What follows belongs to an exercise in optimizing a design on an open flow for small area, a short achievable clock period and few clock cycles per item; a production flow would make more cautious choices. Only simulation tests tie the RTL to the original design; equivalence was not proved. Power and IR drop assume default switching activity.

==> flow/design.v <==
package brl_pkg;
   localparam int COORD_BITS_DEFAULT  = 12;
   localparam int QUEUE_DEPTH_DEFAULT = 2;
   localparam int CFG_ADDR_BITS = 4;
   localparam int CFG_DATA_BITS = 32;
   localparam int OFFSET_BITS   = 12;
   localparam int STRIDE_BITS   = 16;
   localparam int CHAN_BITS     = 8;
   localparam int COLOR_BITS    = 3 * CHAN_BITS;
   localparam int ADDR_BITS     = 32;
   localparam int WORD_BITS     = 32;
   localparam int HALF_BITS     = WORD_BITS / 2;
   localparam int RED_SHIFT_565   = 11;
   localparam int GREEN_SHIFT_565 = 5;
   localparam int SHIFT_BGRX32 = 2;
   localparam int SHIFT_RGB565 = 1;
   typedef enum logic [1:0] {
      REG_X_OFFSET    = 2'd0,
      REG_Y_OFFSET    = 2'd1,
      REG_LINE_STRIDE = 2'd2,
      REG_PIXEL_MODE  = 2'd3
   } reg_index_type;
   typedef enum logic {
      MODE_BGRX32 = 1'b0,
      MODE_RGB565 = 1'b1
   } pixel_mode_type;
   typedef enum logic {
      KIND_LOAD = 1'b0,
      KIND_STEP = 1'b1
   } item_kind_type;
   typedef struct packed {
      logic [OFFSET_BITS-1:0] x_offset;
      logic [OFFSET_BITS-1:0] y_offset;
      logic [STRIDE_BITS-1:0] line_stride;
      pixel_mode_type         pixel_mode;
   } cfg_type;
   function automatic int entry_bits(input int coord_bits);
      entry_bits = 5 * coord_bits + COLOR_BITS + 3;
   endfunction
   function automatic int req_data_bits(input int coord_bits);
      req_data_bits = ((4 * coord_bits + COLOR_BITS + 7) / 8) * 8;
   endfunction
   function automatic int rsp_data_bits(input int coord_bits);
      rsp_data_bits = ((2 * coord_bits + ADDR_BITS + WORD_BITS + 7) / 8) * 8;
   endfunction
endpackage
module brl_front #(
   parameter int COORD_BITS = brl_pkg::COORD_BITS_DEFAULT
) (
   input  logic [brl_pkg::req_data_bits(COORD_BITS)-1:0]  req_tdata,
   output logic [COORD_BITS-1:0]                          xs, ys, xe, ye,
   output logic [COORD_BITS-1:0]                          adx, ady,
   output logic                                           xn, yn,
   output logic [brl_pkg::COLOR_BITS-1:0]                 color,
   input  logic [COORD_BITS-1:0]                          r_xs, r_ys, r_xe, r_ye,
   input  logic [COORD_BITS-1:0]                          r_adx, r_ady,
   input  logic                                           r_xn, r_yn,
   output logic [COORD_BITS-1:0]                          adx_full, ady_full,
   output logic                                           steep,
   output logic                                           swap,
   output logic                                           minor_down,
   output logic [COORD_BITS-1:0]                          px0,
   output logic [COORD_BITS-1:0]                          py0,
   output logic [COORD_BITS-1:0]                          dmaj,
   output logic [COORD_BITS-1:0]                          dmin,
   output logic [COORD_BITS:0]                            dq
);
   localparam int C  = COORD_BITS;
   localparam int CB = brl_pkg::CHAN_BITS;
   logic [C:0] dx, dy, diff;
   assign xs    = req_tdata[C-1:0];
   assign ys    = req_tdata[2*C-1:C];
   assign xe    = req_tdata[3*C-1:2*C];
   assign ye    = req_tdata[4*C-1:3*C];
   assign color = {req_tdata[4*C+CB-1:4*C], req_tdata[4*C+2*CB-1:4*C+CB],
                   req_tdata[4*C+3*CB-1:4*C+2*CB]};
   always_comb begin
      dx  = {1'b0, xe} - {1'b0, xs};
      dy  = {1'b0, ye} - {1'b0, ys};
      xn  = dx[C];
      yn  = dy[C];
      adx = dx[C-1:0] ^ {C{xn}};
      ady = dy[C-1:0] ^ {C{yn}};
   end
   always_comb begin
      adx_full = r_adx + C'(r_xn);
      ady_full = r_ady + C'(r_yn);
      diff  = {1'b0, r_ady} + ~{1'b0, r_adx} + (C+1)'(r_yn) + (C+1)'(!r_xn);
      steep = !diff[C];
      swap  = steep ? r_yn : r_xn;
      px0   = swap ? r_xe : r_xs;
      py0   = swap ? r_ye : r_ys;
      minor_down = r_xn ^ r_yn;
      dmaj  = steep ? ady_full : adx_full;
      dmin  = steep ? adx_full : ady_full;
      dq    = steep ? ~diff : diff;
   end
endmodule
module brl_mac (
   input  logic [14:0] a,
   input  logic [14:0] x,
   input  logic [12:0] y,
   input  logic [15:0] m,
   input  logic [17:0] m3,
   output logic [31:0] s0,
   output logic [31:0] s1
);
   wire d0_1 = y[0] & ~y[1];
   wire d0_2 = ~y[0] & y[1];
   wire d0_3 = y[0] & y[1];
   wire p0_0 = (d0_1 & m[0]) | (d0_3 & m3[0]);
   wire p0_1 = (d0_1 & m[1]) | (d0_2 & m[0]) | (d0_3 & m3[1]);
   wire p0_2 = (d0_1 & m[2]) | (d0_2 & m[1]) | (d0_3 & m3[2]);
   wire p0_3 = (d0_1 & m[3]) | (d0_2 & m[2]) | (d0_3 & m3[3]);
   wire p0_4 = (d0_1 & m[4]) | (d0_2 & m[3]) | (d0_3 & m3[4]);
   wire p0_5 = (d0_1 & m[5]) | (d0_2 & m[4]) | (d0_3 & m3[5]);
   wire p0_6 = (d0_1 & m[6]) | (d0_2 & m[5]) | (d0_3 & m3[6]);
   wire p0_7 = (d0_1 & m[7]) | (d0_2 & m[6]) | (d0_3 & m3[7]);
   wire p0_8 = (d0_1 & m[8]) | (d0_2 & m[7]) | (d0_3 & m3[8]);
   wire p0_9 = (d0_1 & m[9]) | (d0_2 & m[8]) | (d0_3 & m3[9]);
   wire p0_10 = (d0_1 & m[10]) | (d0_2 & m[9]) | (d0_3 & m3[10]);
   wire p0_11 = (d0_1 & m[11]) | (d0_2 & m[10]) | (d0_3 & m3[11]);
   wire p0_12 = (d0_1 & m[12]) | (d0_2 & m[11]) | (d0_3 & m3[12]);
   wire p0_13 = (d0_1 & m[13]) | (d0_2 & m[12]) | (d0_3 & m3[13]);
   wire p0_14 = (d0_1 & m[14]) | (d0_2 & m[13]) | (d0_3 & m3[14]);
   wire p0_15 = (d0_1 & m[15]) | (d0_2 & m[14]) | (d0_3 & m3[15]);
   wire p0_16 = (d0_2 & m[15]) | (d0_3 & m3[16]);
   wire p0_17 = (d0_3 & m3[17]);
   wire d1_1 = y[2] & ~y[3];
   wire d1_2 = ~y[2] & y[3];
   wire d1_3 = y[2] & y[3];
   wire p1_0 = (d1_1 & m[0]) | (d1_3 & m3[0]);
   wire p1_1 = (d1_1 & m[1]) | (d1_2 & m[0]) | (d1_3 & m3[1]);
   wire p1_2 = (d1_1 & m[2]) | (d1_2 & m[1]) | (d1_3 & m3[2]);
   wire p1_3 = (d1_1 & m[3]) | (d1_2 & m[2]) | (d1_3 & m3[3]);
   wire p1_4 = (d1_1 & m[4]) | (d1_2 & m[3]) | (d1_3 & m3[4]);
   wire p1_5 = (d1_1 & m[5]) | (d1_2 & m[4]) | (d1_3 & m3[5]);
   wire p1_6 = (d1_1 & m[6]) | (d1_2 & m[5]) | (d1_3 & m3[6]);
   wire p1_7 = (d1_1 & m[7]) | (d1_2 & m[6]) | (d1_3 & m3[7]);
   wire p1_8 = (d1_1 & m[8]) | (d1_2 & m[7]) | (d1_3 & m3[8]);
   wire p1_9 = (d1_1 & m[9]) | (d1_2 & m[8]) | (d1_3 & m3[9]);
   wire p1_10 = (d1_1 & m[10]) | (d1_2 & m[9]) | (d1_3 & m3[10]);
   wire p1_11 = (d1_1 & m[11]) | (d1_2 & m[10]) | (d1_3 & m3[11]);
   wire p1_12 = (d1_1 & m[12]) | (d1_2 & m[11]) | (d1_3 & m3[12]);
   wire p1_13 = (d1_1 & m[13]) | (d1_2 & m[12]) | (d1_3 & m3[13]);
   wire p1_14 = (d1_1 & m[14]) | (d1_2 & m[13]) | (d1_3 & m3[14]);
   wire p1_15 = (d1_1 & m[15]) | (d1_2 & m[14]) | (d1_3 & m3[15]);
   wire p1_16 = (d1_2 & m[15]) | (d1_3 & m3[16]);
   wire p1_17 = (d1_3 & m3[17]);
   wire d2_1 = y[4] & ~y[5];
   wire d2_2 = ~y[4] & y[5];
   wire d2_3 = y[4] & y[5];
   wire p2_0 = (d2_1 & m[0]) | (d2_3 & m3[0]);
   wire p2_1 = (d2_1 & m[1]) | (d2_2 & m[0]) | (d2_3 & m3[1]);
   wire p2_2 = (d2_1 & m[2]) | (d2_2 & m[1]) | (d2_3 & m3[2]);
   wire p2_3 = (d2_1 & m[3]) | (d2_2 & m[2]) | (d2_3 & m3[3]);
   wire p2_4 = (d2_1 & m[4]) | (d2_2 & m[3]) | (d2_3 & m3[4]);
   wire p2_5 = (d2_1 & m[5]) | (d2_2 & m[4]) | (d2_3 & m3[5]);
   wire p2_6 = (d2_1 & m[6]) | (d2_2 & m[5]) | (d2_3 & m3[6]);
   wire p2_7 = (d2_1 & m[7]) | (d2_2 & m[6]) | (d2_3 & m3[7]);
   wire p2_8 = (d2_1 & m[8]) | (d2_2 & m[7]) | (d2_3 & m3[8]);
   wire p2_9 = (d2_1 & m[9]) | (d2_2 & m[8]) | (d2_3 & m3[9]);
   wire p2_10 = (d2_1 & m[10]) | (d2_2 & m[9]) | (d2_3 & m3[10]);
   wire p2_11 = (d2_1 & m[11]) | (d2_2 & m[10]) | (d2_3 & m3[11]);
   wire p2_12 = (d2_1 & m[12]) | (d2_2 & m[11]) | (d2_3 & m3[12]);
   wire p2_13 = (d2_1 & m[13]) | (d2_2 & m[12]) | (d2_3 & m3[13]);
   wire p2_14 = (d2_1 & m[14]) | (d2_2 & m[13]) | (d2_3 & m3[14]);
   wire p2_15 = (d2_1 & m[15]) | (d2_2 & m[14]) | (d2_3 & m3[15]);
   wire p2_16 = (d2_2 & m[15]) | (d2_3 & m3[16]);
   wire p2_17 = (d2_3 & m3[17]);
   wire d3_1 = y[6] & ~y[7];
   wire d3_2 = ~y[6] & y[7];
   wire d3_3 = y[6] & y[7];
   wire p3_0 = (d3_1 & m[0]) | (d3_3 & m3[0]);
   wire p3_1 = (d3_1 & m[1]) | (d3_2 & m[0]) | (d3_3 & m3[1]);
   wire p3_2 = (d3_1 & m[2]) | (d3_2 & m[1]) | (d3_3 & m3[2]);
   wire p3_3 = (d3_1 & m[3]) | (d3_2 & m[2]) | (d3_3 & m3[3]);
   wire p3_4 = (d3_1 & m[4]) | (d3_2 & m[3]) | (d3_3 & m3[4]);
   wire p3_5 = (d3_1 & m[5]) | (d3_2 & m[4]) | (d3_3 & m3[5]);
   wire p3_6 = (d3_1 & m[6]) | (d3_2 & m[5]) | (d3_3 & m3[6]);
   wire p3_7 = (d3_1 & m[7]) | (d3_2 & m[6]) | (d3_3 & m3[7]);
   wire p3_8 = (d3_1 & m[8]) | (d3_2 & m[7]) | (d3_3 & m3[8]);
   wire p3_9 = (d3_1 & m[9]) | (d3_2 & m[8]) | (d3_3 & m3[9]);
   wire p3_10 = (d3_1 & m[10]) | (d3_2 & m[9]) | (d3_3 & m3[10]);
   wire p3_11 = (d3_1 & m[11]) | (d3_2 & m[10]) | (d3_3 & m3[11]);
   wire p3_12 = (d3_1 & m[12]) | (d3_2 & m[11]) | (d3_3 & m3[12]);
   wire p3_13 = (d3_1 & m[13]) | (d3_2 & m[12]) | (d3_3 & m3[13]);
   wire p3_14 = (d3_1 & m[14]) | (d3_2 & m[13]) | (d3_3 & m3[14]);
   wire p3_15 = (d3_1 & m[15]) | (d3_2 & m[14]) | (d3_3 & m3[15]);
   wire p3_16 = (d3_2 & m[15]) | (d3_3 & m3[16]);
   wire p3_17 = (d3_3 & m3[17]);
   wire d4_1 = y[8] & ~y[9];
   wire d4_2 = ~y[8] & y[9];
   wire d4_3 = y[8] & y[9];
   wire p4_0 = (d4_1 & m[0]) | (d4_3 & m3[0]);
   wire p4_1 = (d4_1 & m[1]) | (d4_2 & m[0]) | (d4_3 & m3[1]);
   wire p4_2 = (d4_1 & m[2]) | (d4_2 & m[1]) | (d4_3 & m3[2]);
   wire p4_3 = (d4_1 & m[3]) | (d4_2 & m[2]) | (d4_3 & m3[3]);
   wire p4_4 = (d4_1 & m[4]) | (d4_2 & m[3]) | (d4_3 & m3[4]);
   wire p4_5 = (d4_1 & m[5]) | (d4_2 & m[4]) | (d4_3 & m3[5]);
   wire p4_6 = (d4_1 & m[6]) | (d4_2 & m[5]) | (d4_3 & m3[6]);
   wire p4_7 = (d4_1 & m[7]) | (d4_2 & m[6]) | (d4_3 & m3[7]);
   wire p4_8 = (d4_1 & m[8]) | (d4_2 & m[7]) | (d4_3 & m3[8]);
   wire p4_9 = (d4_1 & m[9]) | (d4_2 & m[8]) | (d4_3 & m3[9]);
   wire p4_10 = (d4_1 & m[10]) | (d4_2 & m[9]) | (d4_3 & m3[10]);
   wire p4_11 = (d4_1 & m[11]) | (d4_2 & m[10]) | (d4_3 & m3[11]);
   wire p4_12 = (d4_1 & m[12]) | (d4_2 & m[11]) | (d4_3 & m3[12]);
   wire p4_13 = (d4_1 & m[13]) | (d4_2 & m[12]) | (d4_3 & m3[13]);
   wire p4_14 = (d4_1 & m[14]) | (d4_2 & m[13]) | (d4_3 & m3[14]);
   wire p4_15 = (d4_1 & m[15]) | (d4_2 & m[14]) | (d4_3 & m3[15]);
   wire p4_16 = (d4_2 & m[15]) | (d4_3 & m3[16]);
   wire p4_17 = (d4_3 & m3[17]);
   wire d5_1 = y[10] & ~y[11];
   wire d5_2 = ~y[10] & y[11];
   wire d5_3 = y[10] & y[11];
   wire p5_0 = (d5_1 & m[0]) | (d5_3 & m3[0]);
   wire p5_1 = (d5_1 & m[1]) | (d5_2 & m[0]) | (d5_3 & m3[1]);
   wire p5_2 = (d5_1 & m[2]) | (d5_2 & m[1]) | (d5_3 & m3[2]);
   wire p5_3 = (d5_1 & m[3]) | (d5_2 & m[2]) | (d5_3 & m3[3]);
   wire p5_4 = (d5_1 & m[4]) | (d5_2 & m[3]) | (d5_3 & m3[4]);
   wire p5_5 = (d5_1 & m[5]) | (d5_2 & m[4]) | (d5_3 & m3[5]);
   wire p5_6 = (d5_1 & m[6]) | (d5_2 & m[5]) | (d5_3 & m3[6]);
   wire p5_7 = (d5_1 & m[7]) | (d5_2 & m[6]) | (d5_3 & m3[7]);
   wire p5_8 = (d5_1 & m[8]) | (d5_2 & m[7]) | (d5_3 & m3[8]);
   wire p5_9 = (d5_1 & m[9]) | (d5_2 & m[8]) | (d5_3 & m3[9]);
   wire p5_10 = (d5_1 & m[10]) | (d5_2 & m[9]) | (d5_3 & m3[10]);
   wire p5_11 = (d5_1 & m[11]) | (d5_2 & m[10]) | (d5_3 & m3[11]);
   wire p5_12 = (d5_1 & m[12]) | (d5_2 & m[11]) | (d5_3 & m3[12]);
   wire p5_13 = (d5_1 & m[13]) | (d5_2 & m[12]) | (d5_3 & m3[13]);
   wire p5_14 = (d5_1 & m[14]) | (d5_2 & m[13]) | (d5_3 & m3[14]);
   wire p5_15 = (d5_1 & m[15]) | (d5_2 & m[14]) | (d5_3 & m3[15]);
   wire p5_16 = (d5_2 & m[15]) | (d5_3 & m3[16]);
   wire p5_17 = (d5_3 & m3[17]);
   wire d6_1 = y[12] & ~1'b0;
   wire d6_2 = ~y[12] & 1'b0;
   wire d6_3 = y[12] & 1'b0;
   wire p6_0 = (d6_1 & m[0]);
   wire p6_1 = (d6_1 & m[1]) | (d6_2 & m[0]);
   wire p6_2 = (d6_1 & m[2]) | (d6_2 & m[1]);
   wire p6_3 = (d6_1 & m[3]) | (d6_2 & m[2]);
   wire p6_4 = (d6_1 & m[4]) | (d6_2 & m[3]);
   wire p6_5 = (d6_1 & m[5]) | (d6_2 & m[4]);
   wire p6_6 = (d6_1 & m[6]) | (d6_2 & m[5]);
   wire p6_7 = (d6_1 & m[7]) | (d6_2 & m[6]);
   wire p6_8 = (d6_1 & m[8]) | (d6_2 & m[7]);
   wire p6_9 = (d6_1 & m[9]) | (d6_2 & m[8]);
   wire p6_10 = (d6_1 & m[10]) | (d6_2 & m[9]);
   wire p6_11 = (d6_1 & m[11]) | (d6_2 & m[10]);
   wire p6_12 = (d6_1 & m[12]) | (d6_2 & m[11]);
   wire p6_13 = (d6_1 & m[13]) | (d6_2 & m[12]);
   wire p6_14 = (d6_1 & m[14]) | (d6_2 & m[13]);
   wire p6_15 = (d6_1 & m[15]) | (d6_2 & m[14]);
   wire hs0 = p0_8 ^ p1_6;
   wire hc0 = p0_8 & p1_6;
   wire fs1 = p0_9 ^ p1_7 ^ p2_5;
   wire fc1 = (p0_9 & p1_7) | (p0_9 & p2_5) | (p1_7 & p2_5);
   wire fs2 = p0_10 ^ p1_8 ^ p2_6;
   wire fc2 = (p0_10 & p1_8) | (p0_10 & p2_6) | (p1_8 & p2_6);
   wire hs3 = p3_4 ^ p4_2;
   wire hc3 = p3_4 & p4_2;
   wire fs4 = p0_11 ^ p1_9 ^ p2_7;
   wire fc4 = (p0_11 & p1_9) | (p0_11 & p2_7) | (p1_9 & p2_7);
   wire fs5 = p3_5 ^ p4_3 ^ p5_1;
   wire fc5 = (p3_5 & p4_3) | (p3_5 & p5_1) | (p4_3 & p5_1);
   wire fs6 = p0_12 ^ p1_10 ^ p2_8;
   wire fc6 = (p0_12 & p1_10) | (p0_12 & p2_8) | (p1_10 & p2_8);
   wire fs7 = p3_6 ^ p4_4 ^ p5_2;
   wire fc7 = (p3_6 & p4_4) | (p3_6 & p5_2) | (p4_4 & p5_2);
   wire hs8 = p6_0 ^ a[12];
   wire hc8 = p6_0 & a[12];
   wire fs9 = p0_13 ^ p1_11 ^ p2_9;
   wire fc9 = (p0_13 & p1_11) | (p0_13 & p2_9) | (p1_11 & p2_9);
   wire fs10 = p3_7 ^ p4_5 ^ p5_3;
   wire fc10 = (p3_7 & p4_5) | (p3_7 & p5_3) | (p4_5 & p5_3);
   wire fs11 = p6_1 ^ a[13] ^ x[13];
   wire fc11 = (p6_1 & a[13]) | (p6_1 & x[13]) | (a[13] & x[13]);
   wire fs12 = p0_14 ^ p1_12 ^ p2_10;
   wire fc12 = (p0_14 & p1_12) | (p0_14 & p2_10) | (p1_12 & p2_10);
   wire fs13 = p3_8 ^ p4_6 ^ p5_4;
   wire fc13 = (p3_8 & p4_6) | (p3_8 & p5_4) | (p4_6 & p5_4);
   wire fs14 = p6_2 ^ a[14] ^ x[14];
   wire fc14 = (p6_2 & a[14]) | (p6_2 & x[14]) | (a[14] & x[14]);
   wire fs15 = p0_15 ^ p1_13 ^ p2_11;
   wire fc15 = (p0_15 & p1_13) | (p0_15 & p2_11) | (p1_13 & p2_11);
   wire fs16 = p3_9 ^ p4_7 ^ p5_5;
   wire fc16 = (p3_9 & p4_7) | (p3_9 & p5_5) | (p4_7 & p5_5);
   wire fs17 = p0_16 ^ p1_14 ^ p2_12;
   wire fc17 = (p0_16 & p1_14) | (p0_16 & p2_12) | (p1_14 & p2_12);
   wire hs18 = p3_10 ^ p4_8;
   wire hc18 = p3_10 & p4_8;
   wire fs19 = p0_17 ^ p1_15 ^ p2_13;
   wire fc19 = (p0_17 & p1_15) | (p0_17 & p2_13) | (p1_15 & p2_13);
   wire hs20 = p3_11 ^ p4_9;
   wire hc20 = p3_11 & p4_9;
   wire fs21 = p1_16 ^ p2_14 ^ p3_12;
   wire fc21 = (p1_16 & p2_14) | (p1_16 & p3_12) | (p2_14 & p3_12);
   wire hs22 = p1_17 ^ p2_15;
   wire hc22 = p1_17 & p2_15;
   wire hs23 = p0_4 ^ p1_2;
   wire hc23 = p0_4 & p1_2;
   wire fs24 = p0_5 ^ p1_3 ^ p2_1;
   wire fc24 = (p0_5 & p1_3) | (p0_5 & p2_1) | (p1_3 & p2_1);
   wire fs25 = p0_6 ^ p1_4 ^ p2_2;
   wire fc25 = (p0_6 & p1_4) | (p0_6 & p2_2) | (p1_4 & p2_2);
   wire hs26 = p3_0 ^ a[6];
   wire hc26 = p3_0 & a[6];
   wire fs27 = p0_7 ^ p1_5 ^ p2_3;
   wire fc27 = (p0_7 & p1_5) | (p0_7 & p2_3) | (p1_5 & p2_3);
   wire fs28 = p3_1 ^ a[7] ^ x[7];
   wire fc28 = (p3_1 & a[7]) | (p3_1 & x[7]) | (a[7] & x[7]);
   wire fs29 = p2_4 ^ p3_2 ^ p4_0;
   wire fc29 = (p2_4 & p3_2) | (p2_4 & p4_0) | (p3_2 & p4_0);
   wire fs30 = a[8] ^ x[8] ^ hs0;
   wire fc30 = (a[8] & x[8]) | (a[8] & hs0) | (x[8] & hs0);
   wire fs31 = p3_3 ^ p4_1 ^ a[9];
   wire fc31 = (p3_3 & p4_1) | (p3_3 & a[9]) | (p4_1 & a[9]);
   wire fs32 = x[9] ^ fs1 ^ hc0;
   wire fc32 = (x[9] & fs1) | (x[9] & hc0) | (fs1 & hc0);
   wire fs33 = p5_0 ^ a[10] ^ x[10];
   wire fc33 = (p5_0 & a[10]) | (p5_0 & x[10]) | (a[10] & x[10]);
   wire fs34 = fs2 ^ hs3 ^ fc1;
   wire fc34 = (fs2 & hs3) | (fs2 & fc1) | (hs3 & fc1);
   wire fs35 = a[11] ^ x[11] ^ fs4;
   wire fc35 = (a[11] & x[11]) | (a[11] & fs4) | (x[11] & fs4);
   wire fs36 = fs5 ^ fc2 ^ hc3;
   wire fc36 = (fs5 & fc2) | (fs5 & hc3) | (fc2 & hc3);
   wire fs37 = x[12] ^ fs6 ^ fs7;
   wire fc37 = (x[12] & fs6) | (x[12] & fs7) | (fs6 & fs7);
   wire fs38 = hs8 ^ fc4 ^ fc5;
   wire fc38 = (hs8 & fc4) | (hs8 & fc5) | (fc4 & fc5);
   wire fs39 = fs9 ^ fs10 ^ fs11;
   wire fc39 = (fs9 & fs10) | (fs9 & fs11) | (fs10 & fs11);
   wire fs40 = fc6 ^ fc7 ^ hc8;
   wire fc40 = (fc6 & fc7) | (fc6 & hc8) | (fc7 & hc8);
   wire fs41 = fs12 ^ fs13 ^ fs14;
   wire fc41 = (fs12 & fs13) | (fs12 & fs14) | (fs13 & fs14);
   wire fs42 = fc9 ^ fc10 ^ fc11;
   wire fc42 = (fc9 & fc10) | (fc9 & fc11) | (fc10 & fc11);
   wire fs43 = p6_3 ^ fs15 ^ fs16;
   wire fc43 = (p6_3 & fs15) | (p6_3 & fs16) | (fs15 & fs16);
   wire fs44 = fc12 ^ fc13 ^ fc14;
   wire fc44 = (fc12 & fc13) | (fc12 & fc14) | (fc13 & fc14);
   wire fs45 = p5_6 ^ p6_4 ^ fs17;
   wire fc45 = (p5_6 & p6_4) | (p5_6 & fs17) | (p6_4 & fs17);
   wire fs46 = hs18 ^ fc15 ^ fc16;
   wire fc46 = (hs18 & fc15) | (hs18 & fc16) | (fc15 & fc16);
   wire fs47 = p5_7 ^ p6_5 ^ fs19;
   wire fc47 = (p5_7 & p6_5) | (p5_7 & fs19) | (p6_5 & fs19);
   wire fs48 = hs20 ^ fc17 ^ hc18;
   wire fc48 = (hs20 & fc17) | (hs20 & hc18) | (fc17 & hc18);
   wire fs49 = p4_10 ^ p5_8 ^ p6_6;
   wire fc49 = (p4_10 & p5_8) | (p4_10 & p6_6) | (p5_8 & p6_6);
   wire fs50 = fs21 ^ fc19 ^ hc20;
   wire fc50 = (fs21 & fc19) | (fs21 & hc20) | (fc19 & hc20);
   wire fs51 = p3_13 ^ p4_11 ^ p5_9;
   wire fc51 = (p3_13 & p4_11) | (p3_13 & p5_9) | (p4_11 & p5_9);
   wire fs52 = p6_7 ^ hs22 ^ fc21;
   wire fc52 = (p6_7 & hs22) | (p6_7 & fc21) | (hs22 & fc21);
   wire fs53 = p2_16 ^ p3_14 ^ p4_12;
   wire fc53 = (p2_16 & p3_14) | (p2_16 & p4_12) | (p3_14 & p4_12);
   wire fs54 = p5_10 ^ p6_8 ^ hc22;
   wire fc54 = (p5_10 & p6_8) | (p5_10 & hc22) | (p6_8 & hc22);
   wire fs55 = p2_17 ^ p3_15 ^ p4_13;
   wire fc55 = (p2_17 & p3_15) | (p2_17 & p4_13) | (p3_15 & p4_13);
   wire hs56 = p5_11 ^ p6_9;
   wire hc56 = p5_11 & p6_9;
   wire fs57 = p3_16 ^ p4_14 ^ p5_12;
   wire fc57 = (p3_16 & p4_14) | (p3_16 & p5_12) | (p4_14 & p5_12);
   wire hs58 = p3_17 ^ p4_15;
   wire hc58 = p3_17 & p4_15;
   wire hs59 = p0_2 ^ p1_0;
   wire hc59 = p0_2 & p1_0;
   wire fs60 = p0_3 ^ p1_1 ^ a[3];
   wire fc60 = (p0_3 & p1_1) | (p0_3 & a[3]) | (p1_1 & a[3]);
   wire fs61 = p2_0 ^ a[4] ^ x[4];
   wire fc61 = (p2_0 & a[4]) | (p2_0 & x[4]) | (a[4] & x[4]);
   wire fs62 = a[5] ^ x[5] ^ fs24;
   wire fc62 = (a[5] & x[5]) | (a[5] & fs24) | (x[5] & fs24);
   wire fs63 = x[6] ^ fs25 ^ hs26;
   wire fc63 = (x[6] & fs25) | (x[6] & hs26) | (fs25 & hs26);
   wire fs64 = fs27 ^ fs28 ^ fc25;
   wire fc64 = (fs27 & fs28) | (fs27 & fc25) | (fs28 & fc25);
   wire fs65 = fs29 ^ fs30 ^ fc27;
   wire fc65 = (fs29 & fs30) | (fs29 & fc27) | (fs30 & fc27);
   wire fs66 = fs31 ^ fs32 ^ fc29;
   wire fc66 = (fs31 & fs32) | (fs31 & fc29) | (fs32 & fc29);
   wire fs67 = fs33 ^ fs34 ^ fc31;
   wire fc67 = (fs33 & fs34) | (fs33 & fc31) | (fs34 & fc31);
   wire fs68 = fs35 ^ fs36 ^ fc33;
   wire fc68 = (fs35 & fs36) | (fs35 & fc33) | (fs36 & fc33);
   wire fs69 = fs37 ^ fs38 ^ fc35;
   wire fc69 = (fs37 & fs38) | (fs37 & fc35) | (fs38 & fc35);
   wire fs70 = fs39 ^ fs40 ^ fc37;
   wire fc70 = (fs39 & fs40) | (fs39 & fc37) | (fs40 & fc37);
   wire fs71 = fs41 ^ fs42 ^ fc39;
   wire fc71 = (fs41 & fs42) | (fs41 & fc39) | (fs42 & fc39);
   wire fs72 = fs43 ^ fs44 ^ fc41;
   wire fc72 = (fs43 & fs44) | (fs43 & fc41) | (fs44 & fc41);
   wire fs73 = fs45 ^ fs46 ^ fc43;
   wire fc73 = (fs45 & fs46) | (fs45 & fc43) | (fs46 & fc43);
   wire fs74 = fs47 ^ fs48 ^ fc45;
   wire fc74 = (fs47 & fs48) | (fs47 & fc45) | (fs48 & fc45);
   wire fs75 = fs49 ^ fs50 ^ fc47;
   wire fc75 = (fs49 & fs50) | (fs49 & fc47) | (fs50 & fc47);
   wire fs76 = fs51 ^ fs52 ^ fc49;
   wire fc76 = (fs51 & fs52) | (fs51 & fc49) | (fs52 & fc49);
   wire fs77 = fs53 ^ fs54 ^ fc51;
   wire fc77 = (fs53 & fs54) | (fs53 & fc51) | (fs54 & fc51);
   wire fs78 = fs55 ^ hs56 ^ fc53;
   wire fc78 = (fs55 & hs56) | (fs55 & fc53) | (hs56 & fc53);
   wire fs79 = p6_10 ^ fs57 ^ fc55;
   wire fc79 = (p6_10 & fs57) | (p6_10 & fc55) | (fs57 & fc55);
   wire fs80 = p5_13 ^ p6_11 ^ hs58;
   wire fc80 = (p5_13 & p6_11) | (p5_13 & hs58) | (p6_11 & hs58);
   wire fs81 = p4_16 ^ p5_14 ^ p6_12;
   wire fc81 = (p4_16 & p5_14) | (p4_16 & p6_12) | (p5_14 & p6_12);
   wire hs82 = p4_17 ^ p5_15;
   wire hc82 = p4_17 & p5_15;
   wire hs83 = p0_0 ^ a[0];
   wire hc83 = p0_0 & a[0];
   wire fs84 = p0_1 ^ a[1] ^ x[1];
   wire fc84 = (p0_1 & a[1]) | (p0_1 & x[1]) | (a[1] & x[1]);
   wire fs85 = a[2] ^ x[2] ^ hs59;
   wire fc85 = (a[2] & x[2]) | (a[2] & hs59) | (x[2] & hs59);
   wire fs86 = x[3] ^ fs60 ^ hc59;
   wire fc86 = (x[3] & fs60) | (x[3] & hc59) | (fs60 & hc59);
   wire fs87 = hs23 ^ fs61 ^ fc60;
   wire fc87 = (hs23 & fs61) | (hs23 & fc60) | (fs61 & fc60);
   wire fs88 = hc23 ^ fs62 ^ fc61;
   wire fc88 = (hc23 & fs62) | (hc23 & fc61) | (fs62 & fc61);
   wire fs89 = fc24 ^ fs63 ^ fc62;
   wire fc89 = (fc24 & fs63) | (fc24 & fc62) | (fs63 & fc62);
   wire fs90 = hc26 ^ fs64 ^ fc63;
   wire fc90 = (hc26 & fs64) | (hc26 & fc63) | (fs64 & fc63);
   wire fs91 = fc28 ^ fs65 ^ fc64;
   wire fc91 = (fc28 & fs65) | (fc28 & fc64) | (fs65 & fc64);
   wire fs92 = fc30 ^ fs66 ^ fc65;
   wire fc92 = (fc30 & fs66) | (fc30 & fc65) | (fs66 & fc65);
   wire fs93 = fc32 ^ fs67 ^ fc66;
   wire fc93 = (fc32 & fs67) | (fc32 & fc66) | (fs67 & fc66);
   wire fs94 = fc34 ^ fs68 ^ fc67;
   wire fc94 = (fc34 & fs68) | (fc34 & fc67) | (fs68 & fc67);
   wire fs95 = fc36 ^ fs69 ^ fc68;
   wire fc95 = (fc36 & fs69) | (fc36 & fc68) | (fs69 & fc68);
   wire fs96 = fc38 ^ fs70 ^ fc69;
   wire fc96 = (fc38 & fs70) | (fc38 & fc69) | (fs70 & fc69);
   wire fs97 = fc40 ^ fs71 ^ fc70;
   wire fc97 = (fc40 & fs71) | (fc40 & fc70) | (fs71 & fc70);
   wire fs98 = fc42 ^ fs72 ^ fc71;
   wire fc98 = (fc42 & fs72) | (fc42 & fc71) | (fs72 & fc71);
   wire fs99 = fc44 ^ fs73 ^ fc72;
   wire fc99 = (fc44 & fs73) | (fc44 & fc72) | (fs73 & fc72);
   wire fs100 = fc46 ^ fs74 ^ fc73;
   wire fc100 = (fc46 & fs74) | (fc46 & fc73) | (fs74 & fc73);
   wire fs101 = fc48 ^ fs75 ^ fc74;
   wire fc101 = (fc48 & fs75) | (fc48 & fc74) | (fs75 & fc74);
   wire fs102 = fc50 ^ fs76 ^ fc75;
   wire fc102 = (fc50 & fs76) | (fc50 & fc75) | (fs76 & fc75);
   wire fs103 = fc52 ^ fs77 ^ fc76;
   wire fc103 = (fc52 & fs77) | (fc52 & fc76) | (fs77 & fc76);
   wire fs104 = fc54 ^ fs78 ^ fc77;
   wire fc104 = (fc54 & fs78) | (fc54 & fc77) | (fs78 & fc77);
   wire fs105 = hc56 ^ fs79 ^ fc78;
   wire fc105 = (hc56 & fs79) | (hc56 & fc78) | (fs79 & fc78);
   wire fs106 = fc57 ^ fs80 ^ fc79;
   wire fc106 = (fc57 & fs80) | (fc57 & fc79) | (fs80 & fc79);
   wire fs107 = hc58 ^ fs81 ^ fc80;
   wire fc107 = (hc58 & fs81) | (hc58 & fc80) | (fs81 & fc80);
   wire fs108 = p6_13 ^ hs82 ^ fc81;
   wire fc108 = (p6_13 & hs82) | (p6_13 & fc81) | (hs82 & fc81);
   wire fs109 = p5_16 ^ p6_14 ^ hc82;
   wire fc109 = (p5_16 & p6_14) | (p5_16 & hc82) | (p6_14 & hc82);
   wire hs110 = p5_17 ^ p6_15;
   wire hc110 = p5_17 & p6_15;
   assign s0 = {1'b0, 1'b0, 1'b0, hc110, hs110, fs109, fs108, fs107, fs106, fs105, fs104, fs103, fs102, fs101, fs100, fs99, fs98, fs97, fs96, fs95, fs94, fs93, fs92, fs91, fs90, fs89, fs88, fs87, fs86, fs85, fs84, x[0]};
   assign s1 = {1'b0, 1'b0, 1'b0, 1'b0, fc109, fc108, fc107, fc106, fc105, fc104, fc103, fc102, fc101, fc100, fc99, fc98, fc97, fc96, fc95, fc94, fc93, fc92, fc91, fc90, fc89, fc88, fc87, fc86, fc85, fc84, hc83, hs83};
endmodule
module brl_back #(
   parameter int COORD_BITS = brl_pkg::COORD_BITS_DEFAULT
) (
   input  logic                                           clock,
   input  logic                                           reset,
   input  brl_pkg::cfg_type                               cfg,
   input  logic [brl_pkg::STRIDE_BITS+1:0]                stride3,
   input  logic                                           req_tvalid,
   output logic                                           req_tready,
   input  logic [brl_pkg::req_data_bits(COORD_BITS)-1:0]  req_tdata,
   input  logic                                           req_tuser,
   output logic                                           rsp_tvalid,
   input  logic                                           rsp_tready,
   output logic [brl_pkg::rsp_data_bits(COORD_BITS)-1:0]  rsp_tdata,
   output logic                                           rsp_tlast
);
   localparam int C  = COORD_BITS;
   localparam int AB = brl_pkg::ADDR_BITS;
   localparam int WB = brl_pkg::WORD_BITS;
   localparam int HB = brl_pkg::HALF_BITS;
   localparam int CB = brl_pkg::CHAN_BITS;
   localparam int RSP_BITS = brl_pkg::rsp_data_bits(COORD_BITS);
   logic active_ff;      
   logic last_ff;        
   logic out_valid_ff;   
   logic setup1_ff;      
   logic setup2_ff;      
   logic setup3_ff;      
   logic                           steep_ff, down_ff;
   logic [C-1:0]                   px_ff, py_ff, rem_ff, dmin_ff;
   logic [C:0]                     dq_ff, g_ff;
   logic [brl_pkg::COLOR_BITS-1:0] color_ff;
   logic [AB-1:0]                  addr_ff;
   logic [AB-1:0]                  mac1_ff;
   logic [C-1:0]                   f_xs, f_ys, f_xe, f_ye, f_adx, f_ady;
   logic [C-1:0]                   f_adx_full, f_ady_full;
   logic                           f_xn, f_yn, f_steep, f_swap, f_down;
   logic [C-1:0]                   f_px, f_py, f_dmaj, f_dmin;
   logic [C:0]                     f_dq;
   logic [brl_pkg::COLOR_BITS-1:0] f_color;
   brl_front #(
      .COORD_BITS (COORD_BITS)
   ) u_front (
      .req_tdata  (req_tdata),
      .xs         (f_xs),
      .ys         (f_ys),
      .xe         (f_xe),
      .ye         (f_ye),
      .adx        (f_adx),
      .ady        (f_ady),
      .xn         (f_xn),
      .yn         (f_yn),
      .color      (f_color),
      .r_xs       (px_ff),
      .r_ys       (py_ff),
      .r_xe       (rem_ff),
      .r_ye       (dmin_ff),
      .r_adx      (dq_ff[C-1:0]),
      .r_ady      (g_ff[C-1:0]),
      .r_xn       (steep_ff),
      .r_yn       (down_ff),
      .adx_full   (f_adx_full),
      .ady_full   (f_ady_full),
      .steep      (f_steep),
      .swap       (f_swap),
      .minor_down (f_down),
      .px0        (f_px),
      .py0        (f_py),
      .dmaj       (f_dmaj),
      .dmin       (f_dmin),
      .dq         (f_dq)
   );
   logic            deliver, accept, load, step, open_now, cond;
   logic [C:0]      g_op, g_keep, g_move, g_next, y_sum, ys_sum, ye_sum;
   logic [C-1:0]    px_delta, py_delta;
   logic [AB-1:0]   x_part, mac0, mac1, bsel, csel, step_b, step_c, step_s, step_k;
   logic [AB-1:0]   addr_step;
   logic [C+2:0]    x_off;
   logic [2:0]      s_pix;
   logic [CB-1:0]   red, green, blue;
   logic [HB-1:0]   word565;
   logic [WB-1:0]   word;
   assign deliver    = out_valid_ff && rsp_tready;
   assign req_tready = !setup1_ff && !setup2_ff && (!out_valid_ff || rsp_tready);
   assign accept     = req_tvalid && req_tready;
   assign load       = accept && brl_pkg::item_kind_type'(req_tuser) == brl_pkg::KIND_LOAD;
   assign step       = accept && brl_pkg::item_kind_type'(req_tuser) == brl_pkg::KIND_STEP;
   assign open_now   = deliver ? !last_ff : active_ff;
   assign cond       = !g_ff[C] && !setup2_ff;
   always_comb begin
      ys_sum = (C+1)'(py_ff) + (C+1)'(cfg.y_offset);
      ye_sum = (C+1)'(dmin_ff) + (C+1)'(cfg.y_offset);
      y_sum  = (ye_sum & {(C+1){f_swap}}) | (ys_sum & {(C+1){!f_swap}});
      case (cfg.pixel_mode)
         brl_pkg::MODE_RGB565: begin
            x_part = AB'(f_px) << brl_pkg::SHIFT_RGB565;
            x_off  = (C+3)'(cfg.x_offset) << brl_pkg::SHIFT_RGB565;
         end
         default: begin
            x_part = AB'(f_px) << brl_pkg::SHIFT_BGRX32;
            x_off  = (C+3)'(cfg.x_offset) << brl_pkg::SHIFT_BGRX32;
         end
      endcase
      g_op   = setup2_ff ? ~{2'b00, rem_ff[C-1:1]} : g_ff;
      g_keep = g_op + {1'b0, dmin_ff};
      g_move = g_ff + dq_ff + (C+1)'(steep_ff);
      g_next = (g_move & {(C+1){cond}}) | (g_keep & {(C+1){!cond}});
      s_pix = cfg.pixel_mode ? 3'd2 : 3'd4;
      if (steep_ff) begin
         bsel = AB'(cfg.line_stride);
         csel = !cond ? '0 : down_ff ? -(AB'(s_pix)) : AB'(s_pix);
      end else begin
         bsel = !cond ? '0 : down_ff ? ~(AB'(cfg.line_stride)) : AB'(cfg.line_stride);
         csel = AB'(s_pix) + AB'(cond && down_ff);
      end
   end
   always_comb begin
      px_delta = C'(1);
      py_delta = C'(1);
      if (steep_ff) px_delta = !cond ? '0 : down_ff ? '1 : C'(1);
      else          py_delta = !cond ? '0 : down_ff ? '1 : C'(1);
   end
   brl_mac u_mac (
      .a  (addr_ff[C+2:0]),
      .x  (x_off),
      .y  (g_ff),
      .m  (cfg.line_stride),
      .m3 (stride3),
      .s0 (mac0),
      .s1 (mac1)
   );
   always_comb begin
      step_b    = setup3_ff ? mac1_ff : bsel;
      step_c    = setup3_ff ? '0 : csel;
      step_s    = addr_ff ^ step_b ^ step_c;
      step_k    = ((addr_ff & step_b) | (addr_ff & step_c) | (step_b & step_c)) << 1;
      addr_step = step_s + step_k;
   end
   always_ff @(posedge clock) begin
      mac1_ff <= mac1;
   end
   always_ff @(posedge clock) begin
      if (reset) begin
         active_ff    <= 1'b0;
         out_valid_ff <= 1'b0;
         setup1_ff    <= 1'b0;
         setup2_ff    <= 1'b0;
         setup3_ff    <= 1'b0;
      end else begin
         setup1_ff <= load;
         setup2_ff <= setup1_ff && !load;
         setup3_ff <= setup2_ff && !load;
         if (load) begin
            active_ff    <= 1'b0;
            out_valid_ff <= 1'b0;
         end else if (setup1_ff) begin
            active_ff    <= f_dmaj != '0;
         end else begin
            if (deliver) active_ff <= !last_ff;
            if (step) out_valid_ff <= open_now;
            else if (deliver) out_valid_ff <= 1'b0;
         end
      end
   end
   always_ff @(posedge clock) begin
      if (load) begin
         px_ff    <= f_xs;
         py_ff    <= f_ys;
         rem_ff   <= f_xe;
         dmin_ff  <= f_ye;
         dq_ff    <= {1'b0, f_adx};
         g_ff     <= {1'b0, f_ady};
         steep_ff <= f_xn;
         down_ff  <= f_yn;
         color_ff <= f_color;
         last_ff  <= 1'b0;
      end else if (setup1_ff) begin
         last_ff  <= f_steep ? f_ady_full == C'(1) : f_adx_full == C'(1);
         steep_ff <= f_steep;
         down_ff  <= f_down;
         px_ff    <= f_px;
         py_ff    <= f_py;
         rem_ff   <= f_dmaj;
         dmin_ff  <= f_dmin;
         dq_ff    <= f_dq;
         g_ff     <= y_sum;
         addr_ff  <= x_part;
      end else if (setup2_ff) begin
         g_ff     <= g_next;
         addr_ff  <= mac0;
      end else if (setup3_ff) begin
         addr_ff  <= addr_step;
      end else if (deliver) begin
         px_ff    <= px_ff + px_delta;
         py_ff    <= py_ff + py_delta;
         g_ff     <= g_next;
         rem_ff   <= rem_ff - C'(1);
         last_ff  <= rem_ff == C'(2);
         addr_ff  <= addr_step;
      end
   end
   always_comb begin
      red   = color_ff[3*CB-1:2*CB];
      green = color_ff[2*CB-1:CB];
      blue  = color_ff[CB-1:0];
      word565 = (HB'(red) << brl_pkg::RED_SHIFT_565) |
                (HB'(green) << brl_pkg::GREEN_SHIFT_565) | HB'(blue);
      case (cfg.pixel_mode)
         brl_pkg::MODE_RGB565: word = WB'(word565);
         default:              word = WB'(color_ff);
      endcase
   end
   assign rsp_tvalid = out_valid_ff;
   assign rsp_tlast  = last_ff;
   assign rsp_tdata  = RSP_BITS'({word, addr_ff, py_ff, px_ff});
endmodule
module bresenham_line_rasterizer #(
   parameter int COORD_BITS  = brl_pkg::COORD_BITS_DEFAULT,
   parameter int QUEUE_DEPTH = brl_pkg::QUEUE_DEPTH_DEFAULT
) (
   input  logic                                           clock,
   input  logic                                           reset,
   input  logic                                           req_tvalid,
   output logic                                           req_tready,
   input  logic [brl_pkg::req_data_bits(COORD_BITS)-1:0]  req_tdata,
   input  logic                                           req_tuser,
   output logic                                           rsp_tvalid,
   input  logic                                           rsp_tready,
   output logic [brl_pkg::rsp_data_bits(COORD_BITS)-1:0]  rsp_tdata,
   output logic                                           rsp_tlast,
   input  logic                                           csr_psel,
   input  logic                                           csr_penable,
   input  logic                                           csr_pwrite,
   input  logic [brl_pkg::CFG_ADDR_BITS-1:0]              csr_paddr,
   input  logic [brl_pkg::CFG_DATA_BITS-1:0]              csr_pwdata,
   output logic [brl_pkg::CFG_DATA_BITS-1:0]              csr_prdata,
   output logic                                           csr_pready
);
   localparam int DB = brl_pkg::CFG_DATA_BITS;
   brl_pkg::cfg_type       cfg_ff, cfg_in;
   brl_pkg::reg_index_type csr_index;
   logic                   csr_write;
   logic [brl_pkg::STRIDE_BITS+1:0] stride3_ff;
   localparam int RB = brl_pkg::STRIDE_BITS;
   logic [RB-1:0]          prdata_ff, prdata_in;
   assign csr_pready = 1'b1;
   assign csr_index  = brl_pkg::reg_index_type'(csr_paddr[brl_pkg::CFG_ADDR_BITS-1:2]);
   assign csr_write  = csr_psel && csr_penable && csr_pwrite && csr_pready;
   always_comb begin
      cfg_in = cfg_ff;
      if (csr_write) begin
         case (csr_index)
            brl_pkg::REG_X_OFFSET:
               cfg_in.x_offset = csr_pwdata[brl_pkg::OFFSET_BITS-1:0];
            brl_pkg::REG_Y_OFFSET:
               cfg_in.y_offset = csr_pwdata[brl_pkg::OFFSET_BITS-1:0];
            brl_pkg::REG_LINE_STRIDE:
               cfg_in.line_stride = csr_pwdata[brl_pkg::STRIDE_BITS-1:0];
            brl_pkg::REG_PIXEL_MODE:
               cfg_in.pixel_mode = brl_pkg::pixel_mode_type'(csr_pwdata[0]);
            default: cfg_in = cfg_ff;
         endcase
      end
   end
   always_comb begin
      case (csr_index)
         brl_pkg::REG_X_OFFSET:    prdata_in = RB'(cfg_ff.x_offset);
         brl_pkg::REG_Y_OFFSET:    prdata_in = RB'(cfg_ff.y_offset);
         brl_pkg::REG_LINE_STRIDE: prdata_in = RB'(cfg_ff.line_stride);
         brl_pkg::REG_PIXEL_MODE:  prdata_in = RB'(cfg_ff.pixel_mode);
         default:                  prdata_in = '0;
      endcase
   end
   always_ff @(posedge clock) begin
      if (reset) begin
         prdata_ff <= '0;
      end else begin
         prdata_ff <= prdata_in;
      end
   end
   assign csr_prdata = DB'(prdata_ff);
   always_ff @(posedge clock) begin
      if (reset) begin
         cfg_ff     <= '0;
         stride3_ff <= '0;
      end else begin
         cfg_ff     <= cfg_in;
         stride3_ff <= (brl_pkg::STRIDE_BITS+2)'(cfg_ff.line_stride) +
                       (brl_pkg::STRIDE_BITS+2)'({cfg_ff.line_stride, 1'b0});
      end
   end
   brl_back #(
      .COORD_BITS (COORD_BITS)
   ) u_back (
      .clock      (clock),
      .reset      (reset),
      .cfg        (cfg_ff),
      .stride3    (stride3_ff),
      .req_tvalid (req_tvalid),
      .req_tready (req_tready),
      .req_tdata  (req_tdata),
      .req_tuser  (req_tuser),
      .rsp_tvalid (rsp_tvalid),
      .rsp_tready (rsp_tready),
      .rsp_tdata  (rsp_tdata),
      .rsp_tlast  (rsp_tlast)
   );
endmodule
==> flow/flow/run.sh <==
#!/bin/bash
# Layout flow: the standard flow (standard.sh, unchanged synthesis and
# layout steps), with the port buffers made from the small buffer
# sky130_fd_sc_hd__buf_1 instead of the flow's default delay buffer; the
# resizer still upsizes any port buffer that timing needs.
set -e
cp standard.sh standard_sh_copy.log
export BUFFER_PORTS_ARGS="-buffer_cell sky130_fd_sc_hd__buf_1"
bash standard.sh > standard.log 2>&1
==> flow/standard.sh <==
#!/bin/bash
# synth_recipe.tcl (not shown) runs the flow's synth.tcl, then flattens the netlist and writes it again
# the make line also repeats each setting of config.mk as NAME=value (left out here)
make -C /OpenROAD-flow-scripts/flow DESIGN_CONFIG=/design/flow/config.mk WORK_HOME=/design/flow/orfs CLKGATE_MAP_FILE= SYNTH_SCRIPT=/design/flow/synth_recipe.tcl "${@:-finish}"
==> flow/config.mk <==
export PLATFORM = sky130hd
export DESIGN_NAME = bresenham_line_rasterizer
export DESIGN_NICKNAME = bresenham_line_rasterizer
export VERILOG_FILES = /design/flow/design.v
export SDC_FILE = /design/flow/constraint.sdc
export NUM_CORES = 4
export LEC_CHECK = 0
export CAP_MARGIN = 20
export CORE_MARGIN = 2
export CORE_UTILIZATION = 55
export SETUP_SLACK_MARGIN = 3.6
export SLEW_MARGIN = 20
export TNS_END_PERCENT = 0
==> flow/constraint.sdc <==
create_clock -name core_clock -period 7.5 [get_ports {clock}]
set_input_delay 1.5000 -clock core_clock [delete_from_list [all_inputs] [get_ports {clock}]]
set_output_delay 1.5000 -clock core_clock [all_outputs]
set_load 0.01 [all_outputs]
==> results of run 1 <==
[cells in the mapped netlist (6+ instances only)]
| master | number |
|---|---|
| nand2b_1 | 33 |
| a22oi_1 | 46 |
| nor3_1 | 52 |
| xor2_1 | 80 |
| mux2i_1 | 63 |
| or4_1 | 6 |
| or3_1 | 11 |
| nand4_1 | 10 |
| o21a_1 | 11 |
| and3_1 | 19 |
| and2_1 | 26 |
| xnor2_1 | 151 |
| a211oi_1 | 17 |
| dfxtp_1 | 111 |
| mux2_2 | 95 |
| o211ai_1 | 11 |
| nor2b_1 | 45 |
| a22o_1 | 73 |
| buf_1 | 23 |
| o21bai_1 | 21 |
| a221o_1 | 11 |
| or2_2 | 7 |
| ha_1 | 213 |
| a2111oi_0 | 6 |
| o221ai_1 | 8 |
| o22ai_1 | 7 |
| nor2_1 | 191 |
| clkbuf_1 | 129 |
| a31oi_1 | 18 |
| a21o_1 | 57 |
| a221oi_1 | 8 |
| buf_4 | 30 |
| o21ai_0 | 140 |
| nand3_1 | 29 |
| inv_1 | 208 |
| nand2_1 | 268 |
| a21oi_1 | 199 |
| fa_1 | 112 |
| edfxtp_1 | 130 |
[sequential cells by signal (all words and copies together), names as in the netlist, 12 cells and up]
name             count
u_back.g_ff         13
u_back.py_ff        12
cfg_ff              41
u_back.mac1_ff      28
u_back.addr_ff      32
u_back.color_ff     24
u_back.rem_ff       12
stride3_ff          18
prdata_ff           16
u_back.px_ff        12
u_back.dq_ff        13
u_back.dmin_ff      12
[area by class of cell]
type,instances,share of cell area [%]
multi-input combinational,2126,62.1
sequential,241,23.0
timing repair buffer,279,5.59
clock buffer,38,3.04
inverter,210,2.98
tap,585,2.74
clock inverter,16,0.581
[power by group]
part	internal, mW	total, mW	switching (mW)
combinational	3.26	7.57	4.31
sequential	1.88	2.18	0.297
clock	0.835	1.46	0.622
total	5.97	11.2	5.23
[cell families after synthesis]
logic type               synth area share (%)
AND/OR/NAND/NOR                          13.4
AO/OA/AOI/OAI                            18.1
buffers and inverters                    6.77
adder cells (fa/ha/maj)                  20.4
flip-flops                               25.4
XOR/XNOR                                 8.58
multiplexers                             7.33
other                                  0.0312
[stage by stage]
stage          instances  cell area [sq um]  worst slack (ns)
3_3_place_gp        3407              25200              2.12
5_1_grt             3495              26700              3.04
3_5_place_dp        3407              25200              2.06
2_1_floorplan       2766              24300              3.30
6_report            3495              26700              3.19
4_1_cts             3494              26600              3.25
[worst reg2reg max path, cell delays in order (launching register included)]
cell	delay, ns
edfxtp_1	0.44
inv_2	0.08
fa_1	0.49
ha_1	0.18
inv_1	0.06
fa_2	0.34
nor2b_1	0.12
o21a_1	0.16
o21ai_2	0.10
a2111oi_4	0.41
a21oi_4	0.13
xor2_4	0.18
buf_12	0.14
mux2i_4	0.27
buf_12	0.17
mux4_2	0.52
mux2_2	0.27
[routing by layer]
layer | track usage [%] | wire, microns
met4 | 16.0 | 3860
met2 | 56.3 | 37100
met3 | 4.36 | 4600
met1 | 42.3 | 31400
met5 | 0 | 0
[layout by cell type (no fill, tap or decap), types with 18 or more instances in the layout]
cell	count
and2_1	25
nor2_1	188
o21ai_0	135
buf_1	195
nor3_1	52
nand2_1	267
clkbuf_16	31
a21oi_1	198
a22oi_1	46
edfxtp_1	130
ha_1	213
and3_1	18
nand3_1	29
inv_1	204
a21o_1	57
dfxtp_1	103
nor2b_1	41
o21bai_1	20
conb_1	25
a22o_1	73
nand2b_1	32
mux2i_1	60
mux2_2	95
fa_1	111
xnor2_1	151
xor2_1	80
buf_4	67
[repair_timing]
action                                 CTS  global route
resized for setup                       35            10
pin swaps                                8             0
setup endpoints to repair              124           133
buffers inserted                        31             0
endpoints found under the hold margin    0             0
cloned                                   2             0
[worst max-delay path by stage]
stage	end	slack, ns
finish	u_back.addr_ff[8]$_DFFE_PP_	3.19
global route	u_back.addr_ff[8]$_DFFE_PP_	3.04
CTS	u_back.addr_ff[8]$_DFFE_PP_	3.25
detailed placement	u_back.addr_ff[29]$_SDFFCE_PN0P_	2.06
global placement	u_back.addr_ff[29]$_SDFFCE_PN0P_	2.12
floorplan	u_back.addr_ff[8]$_DFFE_PP_	3.30
==> flow_summary.yaml, run 1 <==
detailed_routing:
  viasPerCell: 6.01
  ant_nets: 0
  vias: 21000
  wirelength_microns: 76900
  wl_per_cell_microns: 22.0
  drtIter0Drc: 1633
  drt-pass1-iter-count: 6
  drc: 0
timing:
  hold_ws_ns: 0.459
  clock_skew_ns: 0.0361
  finalSetupViolCount: 0
  finalSetupTns_ns: 0
  fin_crit_sh_pct: 57.4
  finalHoldViolations: 0
  period_minus_slack_ns: 4.31
  drv_slew: 0
  max_freq_mhz: 232
  rsz0062_at_grt: "yes"
  worst_pin_slew_ns: 0.867
  slew_headroom_pct: 42.1
setup_path:
  slowest_stage: "mux4_2"
  rr_worst_depth: 16
  reg2reg_from: "u_back.steep_ff$_DFFE_PP_"
  critPathMaxFanout: 6
  cpLargestDelayFamily: "multiplexers"
  start_kind: "register"
  path_depth: 16
  required_ns: 7.85
  cpMostUsedCell: "buf_12"
  worstReg2RegEnd: "u_back.addr_ff[8]$_DFFE_PP_"
  r2r_slack_ns: 3.19
  path_buf_inv: 4
  arrival_ns: 4.66
  critical_path_class: "reg -> reg"
  path_cells: "inv_2 -> fa_1 -> ha_1 -> inv_1 -> fa_2 -> nor2b_1 -> o21a_1 -> o21ai_2 -> a2111oi_4 -> a21oi_4 -> xor2_4 -> buf_12 -> mux2i_4 -> buf_12 -> mux4_2 -> mux2_2"
  slowest_delay_ns: 0.52
  critPathLaunch: "u_back.steep_ff$_DFFE_PP_"
  end_kind: "register"
clock_tree:
  clock_latency_ns: 0.61
  cts_root_buf: "clkbuf_16"
  tritoncts: "done"
  htree_levels: 1
  clk_pin_slew_worst_paths_ns: 0.06
  cts_hold_buf: 0
  cts.sinks: 241
  cts_buffers: 30
  clockBufferDepth: 3
global_routing:
  antenna_found_initial: 0
  grt_pass1_wl_microns: 117000
  grt_pass1_vias: 20400
  grt_max_degree: 63
  track_usage_pct: 33.3
  globalRoute.totalOverflow: 0
synth:
  synth.distinct_cells: 73
  syn_area_per_cell_sq_um: 8.79
  synth-async-reset-ratio_pct: 0
  syn_area_sq_um: 24100
  synth_ff_type: "edfxtp_1"
  yosysWarnings: 3
  ys_ff_latch: 241
  synthCells: 2743
  synth_area_leaders: "edfxtp_1 (16%), ha_1 (11%), fa_1 (9.3%)"
  synth_top_area_share_pct: 16.2
  synth-seq-area-share_pct: 25.4
  synth_edf_count: 130
  synth_top_cell_by_area: "edfxtp_1"
power:
  leakage_nw: 11.7
  power_density_nw_per_um2: 420
  peakVddDrop_v: 0.000682
  design_power_total_mw: 11.2
hold_path:
  hp-class: "reg -> reg"
  hold_path.startpoint: "u_back.dq_ff[12]$_SDFFE_PP0P_"
  hold-path-endpoint: "u_back.dq_ff[12]$_SDFFE_PP0P_"
  min_path_cells: 2
floorplan:
  fp.dieW_microns: 213
  rows: 76
  start_util_pct: 55.8
  design.core.area_sq_um: 43200
  fp.dieH_microns: 213
  io_pins: 240
  dieArea_sq_um: 45500
placed_design:
  dp_hpwl_microns: 56600
  place_congestion: 0.918
  portBuffers: 196
layout:
  antennaDiodeCount: 0
  seqCellArea_sq_um: 6140
  utilization_pct: 61.8
  multi_input_area_sq_um: 16600
  drive_gt1_share_pct: 9.59
  syn_to_final_growth_pct: 10.7
  fin_nets: 3329
  fill_cells: 3853
run:
  drv_cap: 0
status:
  status: "no timing/DRC/antenna violations"
Testbench counts, summed over its fixed seeds: cycles 25,957, pixels 21,307.
==> run 2, diff against run 1 <==
--- a/flow/config.mk
+++ b/flow/config.mk
@@ -8,6 +8,6 @@
 export CAP_MARGIN = 20
 export CORE_MARGIN = 2
 export CORE_UTILIZATION = 55
-export SETUP_SLACK_MARGIN = 3.6
+export SETUP_SLACK_MARGIN = 3.9
 export SLEW_MARGIN = 20
 export TNS_END_PERCENT = 0
==> flow_summary.yaml, run 2 <==
status:
  status: "no timing/DRC/antenna violations"
synth:
  ys_ff_latch: 241
  synth_top_area_share_pct: 16.2
  synth_edf_count: 130
  synth_ff_type: "edfxtp_1"
  synth.distinct_cells: 73
  syn_area_sq_um: 24100
  syn_area_per_cell_sq_um: 8.79
  synth_top_cell_by_area: "edfxtp_1"
  synth.most_common_cell: "nand2_1"
  synthCells: 2743
  synth-async-reset-ratio_pct: 0
  yosysWarnings: 3
  synth_common_cells: "nand2_1 (268), ha_1 (213), inv_1 (208), a21oi_1 (199), nor2_1 (191)"
  synth_area_leaders: "edfxtp_1 (16%), ha_1 (11%), fa_1 (9.3%)"
  synth-seq-area-share_pct: 25.4
timing:
  fin_crit_sh_pct: 57.4
  finalSetupTns_ns: 0
  period_minus_slack_ns: 4.31
  slew_headroom_pct: 42.1
  max_freq_mhz: 232
  rsz0062_at_grt: "yes"
  clock_skew_ns: 0.0361
  worst_pin_slew_ns: 0.867
  finalSetupViolCount: 0
  drv_slew: 0
  finalHoldViolations: 0
power:
  power_density_nw_per_um2: 420
  sw_frac_of_total_pct: 46.7
  p_comb_share_pct: 67.6
  pwr-share-clk_pct: 13.0
  p_switching_mw: 5.23
  p_int_mw: 5.97
  peakVddDrop_v: 0.000682
  power_frac_seq_pct: 19.4
  leakage_nw: 11.7
setup_path:
  start_kind: "register"
  slowest_delay_ns: 0.52
  cpMostUsedCell: "buf_12"
  required_ns: 7.85
  rr_worst_depth: 16
  path_depth: 16
  end_kind: "register"
  slowest_stage: "mux4_2"
  critPathMaxFanout: 6
  critical_path_class: "reg -> reg"
  arrival_ns: 4.66
  cpLargestDelayFamily: "multiplexers"
  path_buf_inv: 4
  path_cells: "inv_2 -> fa_1 -> ha_1 -> inv_1 -> fa_2 -> nor2b_1 -> o21a_1 -> o21ai_2 -> a2111oi_4 -> a21oi_4 -> xor2_4 -> buf_12 -> mux2i_4 -> buf_12 -> mux4_2 -> mux2_2"
layout:
  drive_gt1_share_pct: 9.59
  layout_common_cells: "nand2_1 (267), ha_1 (213), inv_1 (204), a21oi_1 (198), buf_1 (195)"
  fill_cells: 3853
  reg_top3: "cfg_ff: 41 flops, u_back.addr_ff: 32 flops, u_back.mac1_ff: 28 flops"
  fin_nets: 3329
  fin_area_sq_um: 26700
  multi_input_area_sq_um: 16600
  registers.top_by_ff_count: "cfg_ff"
  syn_to_final_growth_pct: 10.7
  layout_commonest_cell: "nand2_1"
  seqCellArea_sq_um: 6140
  largest_register_ffs: 41
  antennaDiodeCount: 0
floorplan:
  dieArea_sq_um: 45500
  design.core.area_sq_um: 43200
  rows: 76
  fp.dieW_microns: 213
  fp.dieH_microns: 213
  start_util_pct: 55.8
  io_pins: 240
clock_tree:
  cts_buffers: 30
  htree_levels: 1
  tritoncts: "done"
  clock_latency_ns: 0.61
  cts_root_buf: "clkbuf_16"
  cts_hold_buf: 0
  clk_pin_slew_worst_paths_ns: 0.06
  clockBufferDepth: 3
  cts.sinks: 241
placed_design:
  dpl-instance-area_sq_um: 25200
  portBuffers: 196
  place_congestion: 0.918
  dp_hpwl_microns: 56600
hold_path:
  min_path_cells: 2
  hp-class: "reg -> reg"
detailed_routing:
  vias: 21000
  ant_nets: 0
  wl_per_cell_microns: 22.0
  drc: 0
  wirelength_microns: 76900
  drt-pass1-iter-count: 6
  viasPerCell: 6.01
  drtIter0Drc: 1633
global_routing:
  globalRoute.totalOverflow: 0
  antenna_found_initial: 0
  track_usage_pct: 33.3
  grt_pass1_vias: 20400
  grt_max_degree: 63
  grt_pass1_wl_microns: 117000
run:
  drv_cap: 0
[run 2: cell families after synthesis]
| kind of cell | count (synthesis) | synth area share [%] |
|---|---|---|
| and+or+nand+nor | 712 | 13.4 |
| AOI/OAI and AO/OA | 670 | 18.1 |
| buffers and inverters | 399 | 6.77 |
| adders and majority gates | 325 | 20.4 |
| DFF | 241 | 25.4 |
| xor gates and xnor gates | 233 | 8.58 |
| muxes | 161 | 7.33 |
| other | 2 | 0.0312 |
[run 2: through the flow]
stage	utilization (%)	instances	setup slack (ns)	hold WS, ns	total power [mW]
after floorplan	-	2766	3.30	0.431	7.48
after global placement	58.5	3407	2.12	0.441	9.08
after detailed placement	58.5	3407	2.06	0.450	9.18
after CTS	61.7	3494	3.25	0.459	11.1
after global routing	61.8	3495	3.04	0.480	12.0
final	61.8	3495	3.19	0.459	11.2
[run 2: repair_timing]
| action | CTS | global route |
|---|---|---|
| resized for setup | 35 | 10 |
| buffers inserted | 31 | 0 |
| gates cloned | 2 | 0 |
| setup endpoints to repair | 157 | 217 |
| pin swaps | 8 | 0 |
[run 2: path summary, 6_finish.rpt]
check | from | endpoint | slack [ns]
min | u_back.dq_ff[12]$_SDFFE_PP0P_ | u_back.dq_ff[12]$_SDFFE_PP0P_ | 0.46
min reg2reg | u_back.dq_ff[12]$_SDFFE_PP0P_ | u_back.dq_ff[12]$_SDFFE_PP0P_ | 0.46
max | u_back.steep_ff$_DFFE_PP_ | u_back.addr_ff[8]$_DFFE_PP_ | 3.19
max reg2reg | u_back.steep_ff$_DFFE_PP_ | u_back.addr_ff[8]$_DFFE_PP_ | 3.19
[run 2: worst reg2reg max path: stages, from the launching register on]
cell and delay [ns]:
edfxtp_1 0.44, inv_2 0.08, fa_1 0.49, ha_1 0.18, inv_1 0.06, fa_2 0.34, nor2b_1 0.12, o21a_1 0.16
o21ai_2 0.10, a2111oi_4 0.41, a21oi_4 0.13, xor2_4 0.18, buf_12 0.14, mux2i_4 0.27, buf_12 0.17, mux4_2 0.52
mux2_2 0.27
[run 2: cell type report]
class	instances	share of cell area (%)
clock buffer	38	3.04
sequential	241	23.0
timing repair buffer	279	5.59
clock inverter	16	0.581
tap	585	2.74
multi-input combinational	2126	62.1
inverter	210	2.98
[run 2: power groups by stage]
| stage | combinational (mW) | sequential, mW | clock (mW) |
|---|---|---|---|
| after floorplan | 5.37 | 2.11 | 0 |
| after global placement | 6.87 | 2.21 | 0 |
| after detailed placement | 6.96 | 2.22 | 0 |
| after CTS | 7.49 | 2.17 | 1.48 |
| after global routing | 8.31 | 2.20 | 1.52 |
| final | 7.57 | 2.18 | 1.46 |
[run 2: layer usage]
layer / track usage (%) / up-vias / share of wire [%]
met1: 42.3 / 10200 / 41
met3: 4.36 / 197 / 6.0
met5: 0 / - / 0
met4: 16.0 / 0 / 5.0
li1: - / 9823 / -
met2: 56.3 / 764 / 48

## separate check: timing with driven ports
No port has a modelled driver above. Below, the same layouts with a new extraction and two added sets of constraints.
Step 1 (the two cells are an assumption about what drives the block):
set clk [get_ports {clock}]
set_driving_cell -lib_cell sky130_fd_sc_hd__clkbuf_16 $clk
set_driving_cell -lib_cell sky130_fd_sc_hd__buf_2 [delete_from_list [all_inputs] $clk]
Step 2 moves the port delays by t, midway between the first and last clock arrival at a register: inputs arrive t later, outputs are due t later. That takes back most of the time a late clock gives input paths.
a / b / c = ideal ports / drivers / drivers and shift; a / b = the first two.
| run | shift t [ns] | setup WS [ns] | worst setup path after step 2 | worst slew at a driven data input, ns |
|---|---|---|---|---|
| run 1 | 0.649 | 3.194 / 3.194 / 2.703 | input to register | 0.06 |
| run 2 | 0.649 | 3.194 / 3.194 / 2.703 | input to register | 0.06 |
After both steps setup and hold are still met in every run listed.
